This design comes from an exercise in tuning for small area and a short achievable clock period on the open sky130 flow, not from production work.
Function was checked by simulation only, so behaviour that the tests miss may differ from the original.

==> run a <==
==> flow/design.v <==
module qmax_update_table (
  input  logic        i_clk,
  input  logic        i_rst_n,
  input  logic        i_clear,
  output logic        o_busy,
  input  logic        i_rd_en,
  input  logic [5:0]  i_rd_addr,
  output logic [31:0] o_rd_data,
  output logic        o_rd_valid,
  input  logic        i_upd_en,
  input  logic [5:0]  i_upd_addr,
  input  logic [31:0] i_upd_data,
  input  logic        i_upd_mode,
  output logic        o_improved
);
  logic        busy_q;
  logic [5:0]  cnt_q;
  logic        s1_valid_q;
  logic        s1_mode_q;
  logic [5:0]  s1_addr_q;
  logic [31:0] s1_data_q;
  logic [31:0] s1_old_q;
  logic        s1_hit2_q;
  logic        s1_gt2_q;     
  logic        s2_valid_q;
  logic [5:0]  s2_addr_q;
  logic [63:0] s2_sel_q;      
  logic [31:0] s2_data_q;
  logic        rd_valid_q;
  logic [31:0] rd_data_q;
  logic        improved_q;
  logic [31:0] mem [64];
  logic        accept;
  logic        gt_old;
  logic        take;
  logic        commit;
  logic [31:0] rd_tree;
  logic [31:0] upd_tree;
  logic        rd_hit1;
  logic        rd_hit2;
  logic        upd_hit2;
  logic [31:0] rd_base;
  function automatic logic fgt(input logic [31:0] a, input logic [31:0] b);
    logic [31:0] g, l;
    g = {1'b0, a[30:0] & ~b[30:0]};
    l = {1'b0, ~a[30:0] & b[30:0]};
    for (int w = 1; w < 32; w = w * 2)
      for (int i = 0; i < 32; i += 2 * w) begin
        g[i] = g[i + w] | (!l[i + w] && g[i]);
        l[i] = l[i + w] | (!g[i + w] && l[i]);
      end
    if (a[31] != b[31]) fgt = b[31];
    else                fgt = a[31] ? l[0] : g[0];
  endfunction
  assign accept = !busy_q && !i_clear;
  always_comb begin
    logic [31:0] rd_lvl  [64];
    logic [31:0] upd_lvl [64];
    for (int i = 0; i < 64; i++) begin
      rd_lvl[i]  = mem[i];
      upd_lvl[i] = mem[i];
    end
    for (int b = 0; b < 6; b++)
      for (int i = 0; i < (64 >> (b + 1)); i++) begin
        rd_lvl[i]  = i_rd_addr[b]  ? rd_lvl[2 * i + 1]  : rd_lvl[2 * i];
        upd_lvl[i] = i_upd_addr[b] ? upd_lvl[2 * i + 1] : upd_lvl[2 * i];
      end
    rd_tree  = rd_lvl[0];
    upd_tree = upd_lvl[0];
  end
  assign gt_old = fgt(s1_data_q, s1_old_q);
  assign take   = !s1_mode_q || ((s1_hit2_q && s2_valid_q) ? s1_gt2_q : gt_old);
  assign commit = s1_valid_q && accept && take;
  assign rd_hit1  = s1_valid_q && (s1_addr_q == i_rd_addr);
  assign rd_hit2  = s2_valid_q && (s2_addr_q == i_rd_addr);
  assign upd_hit2 = s2_valid_q && (s2_addr_q == i_upd_addr);
  assign rd_base  = rd_hit2 ? s2_data_q : rd_tree;
  always_ff @(posedge i_clk) begin
    for (int i = 0; i < 64; i++)
      if (busy_q || (s2_valid_q && s2_sel_q[i]))
        mem[i] <= s2_data_q & {32{!busy_q}};
  end
  always_ff @(posedge i_clk) begin
    s1_mode_q <= i_upd_mode;
    s1_addr_q <= i_upd_addr;
    s1_data_q <= i_upd_data;
    s1_old_q  <= upd_hit2 ? s2_data_q : upd_tree;
    s1_hit2_q <= s1_valid_q && (s1_addr_q == i_upd_addr);
    s1_gt2_q  <= fgt(i_upd_data, s1_data_q);
    s2_addr_q <= s1_addr_q;
    s2_data_q <= s1_data_q;
    for (int i = 0; i < 64; i++) s2_sel_q[i] <= (s1_addr_q == 6'(i));
  end
  always_ff @(posedge i_clk or negedge i_rst_n) begin
    if (!i_rst_n) begin
      busy_q     <= 1'b1;
      cnt_q      <= '0;
      s1_valid_q <= 1'b0;
      s2_valid_q <= 1'b0;
      rd_valid_q <= 1'b0;
      rd_data_q  <= '0;
      improved_q <= 1'b0;
    end else begin
      if (busy_q) begin
        cnt_q <= cnt_q + 1'b1;
        if (cnt_q == 6'd63) busy_q <= 1'b0;
      end else if (i_clear) begin
        busy_q <= 1'b1;
      end
      s1_valid_q <= accept && i_upd_en;
      s2_valid_q <= commit;
      rd_valid_q <= accept && i_rd_en;
      if (accept && i_rd_en) rd_data_q <= (rd_hit1 && take) ? s1_data_q : rd_base;
      improved_q <= commit && s1_mode_q;
    end
  end
  assign o_busy     = busy_q;
  assign o_rd_data  = rd_data_q;
  assign o_rd_valid = rd_valid_q;
  assign o_improved = improved_q;
endmodule
==> flow/flow/run.sh <==
#!/bin/bash
# Standard ORFS layout (standard synthesis unchanged), with these changes:
#  - the port buffers are plain sky130 buffers instead of the delay cell
#    buffer_ports picks by default;
#  - repair_timing may resize a cell to any equivalent cell, not only to one
#    with the same footprint;
#  - clock tree: larger sink clusters, no dummy loads.
set -euo pipefail
bash standard.sh MATCH_CELL_FOOTPRINT=0 \
  "BUFFER_PORTS_ARGS=-buffer_cell sky130_fd_sc_hd__buf_4" \
  "CTS_ARGS=-sink_clustering_enable -repair_clock_nets -dont_use_dummy_load -sink_clustering_size 24 -sink_clustering_max_diameter 80" \
  finish > standard_flow.log 2>&1
==> flow/standard.sh <==
#!/bin/bash
# synth_recipe.tcl (not shown) runs the flow's synth.tcl, then flattens the netlist and writes it again
# the make line also repeats each setting of config.mk as NAME=value (left out here)
make -C /OpenROAD-flow-scripts/flow DESIGN_CONFIG=/design/flow/config.mk WORK_HOME=/design/flow/orfs CLKGATE_MAP_FILE= SYNTH_SCRIPT=/design/flow/synth_recipe.tcl "${@:-finish}"
==> flow/config.mk <==
export PLATFORM = sky130hd
export DESIGN_NAME = qmax_update_table
export DESIGN_NICKNAME = qmax_update_table
export VERILOG_FILES = /design/flow/design.v
export SDC_FILE = /design/flow/constraint.sdc
export NUM_CORES = 4
export LEC_CHECK = 0
export CAP_MARGIN = 20
export CORE_MARGIN = 2
export CORE_UTILIZATION = 42
export PLACE_DENSITY = 0.5
export SETUP_SLACK_MARGIN = 2.6
export SLEW_MARGIN = 20
export TNS_END_PERCENT = 0
==> flow/constraint.sdc <==
create_clock -name core_clock -period 5.5 [get_ports {i_clk}]
set_input_delay 1.1000 -clock core_clock [delete_from_list [all_inputs] [get_ports {i_clk}]]
set_output_delay 1.1000 -clock core_clock [all_outputs]
set_load 0.01 [all_outputs]
==> run b (differences from run a) <==
--- a/flow/design.v
+++ b/flow/design.v
@@ -55,17 +55,17 @@
   assign accept = !busy_q && !i_clear;
   always_comb begin
-    logic [31:0] rd_lvl  [64];
-    logic [31:0] upd_lvl [64];
-    for (int i = 0; i < 64; i++) begin
-      rd_lvl[i]  = mem[i];
-      upd_lvl[i] = mem[i];
+    logic [31:0] rd_grp, upd_grp;
+    rd_tree  = '0;
+    upd_tree = '0;
+    for (int j = 0; j < 8; j++) begin
+      rd_grp  = '0;
+      upd_grp = '0;
+      for (int k = 0; k < 8; k++) begin
+        rd_grp  = rd_grp  | (mem[8 * j + k] & {32{i_rd_addr[2:0]  == 3'(k)}});
+        upd_grp = upd_grp | (mem[8 * j + k] & {32{i_upd_addr[2:0] == 3'(k)}});
+      end
+      rd_tree  = rd_tree  | (rd_grp  & {32{i_rd_addr[5:3]  == 3'(j)}});
+      upd_tree = upd_tree | (upd_grp & {32{i_upd_addr[5:3] == 3'(j)}});
     end
-    for (int b = 0; b < 6; b++)
-      for (int i = 0; i < (64 >> (b + 1)); i++) begin
-        rd_lvl[i]  = i_rd_addr[b]  ? rd_lvl[2 * i + 1]  : rd_lvl[2 * i];
-        upd_lvl[i] = i_upd_addr[b] ? upd_lvl[2 * i + 1] : upd_lvl[2 * i];
-      end
-    rd_tree  = rd_lvl[0];
-    upd_tree = upd_lvl[0];
   end
   assign gt_old = fgt(s1_data_q, s1_old_q);
==> impl_metrics.json <==
{
  "worst_pin_slew_ns": 1.23,
  "diodes": 11,
  "fin_nets": 4908,
  "yosys_warnings": 4,
  "buffers": 381,
  "status": "no timing/DRC/antenna violations",
  "synth-compound-area-share_pct": 1.97,
  "wl_met2_mm": 185,
  "final_cells": 8068,
  "cp-start-kind": "primary input"
}
# the run above: run a

==> impl_metrics.json <==
{
  "yosys_warnings": 2,
  "buffers": 490,
  "busiest_layer": "met2",
  "final_cells": 9571,
  "synth-compound-area-share_pct": 22.2,
  "syn_area_per_cell_um2": 14.6,
  "largest_reg_flops": 2048,
  "diodes": 31,
  "avgRoutedWirePerCell_um": 48.8,
  "worst_pin_slew_ns": 1.22,
  "wl_met2_mm": 198,
  "status": "no timing/DRC/antenna violations",
  "fin_nets": 6601,
  "cp-start-kind": "flop"
}
# the run above: run b

[what the ideal ports hide]
The results above use ideal ports. As a check the final layouts listed here were re-extracted and re-timed, cells and wires unchanged.
Step 1 sets driving cells, clkbuf_16 on the clock port and buf_2 on the other inputs (assumed; they add their load-dependent delay and slew).
Step 2 adds t to the input delays and takes it off the output delays; t is the mean of the earliest and latest rising clock arrival at the registers after step 1. Input paths then give back, and output paths get back, about the clock's delay inside the block.
Three values: ideal ports, drivers, drivers and shift; two values: the first two.
| run | t (ns) | setup slack, ns | worst slew at a driven data input, ns |
|---|---|---|---|
| run a | 0.891 | 2.215 / 1.998 / 1.107 | 0.38 |
| run b | 0.914 | 2.309 / 2.309 / 1.467 | 0.07 |
After both steps setup and hold are still met in every run listed. The setup slack of run a, which loses most, moves by -0.217 ns with the drivers and by -1.108 ns with both steps.
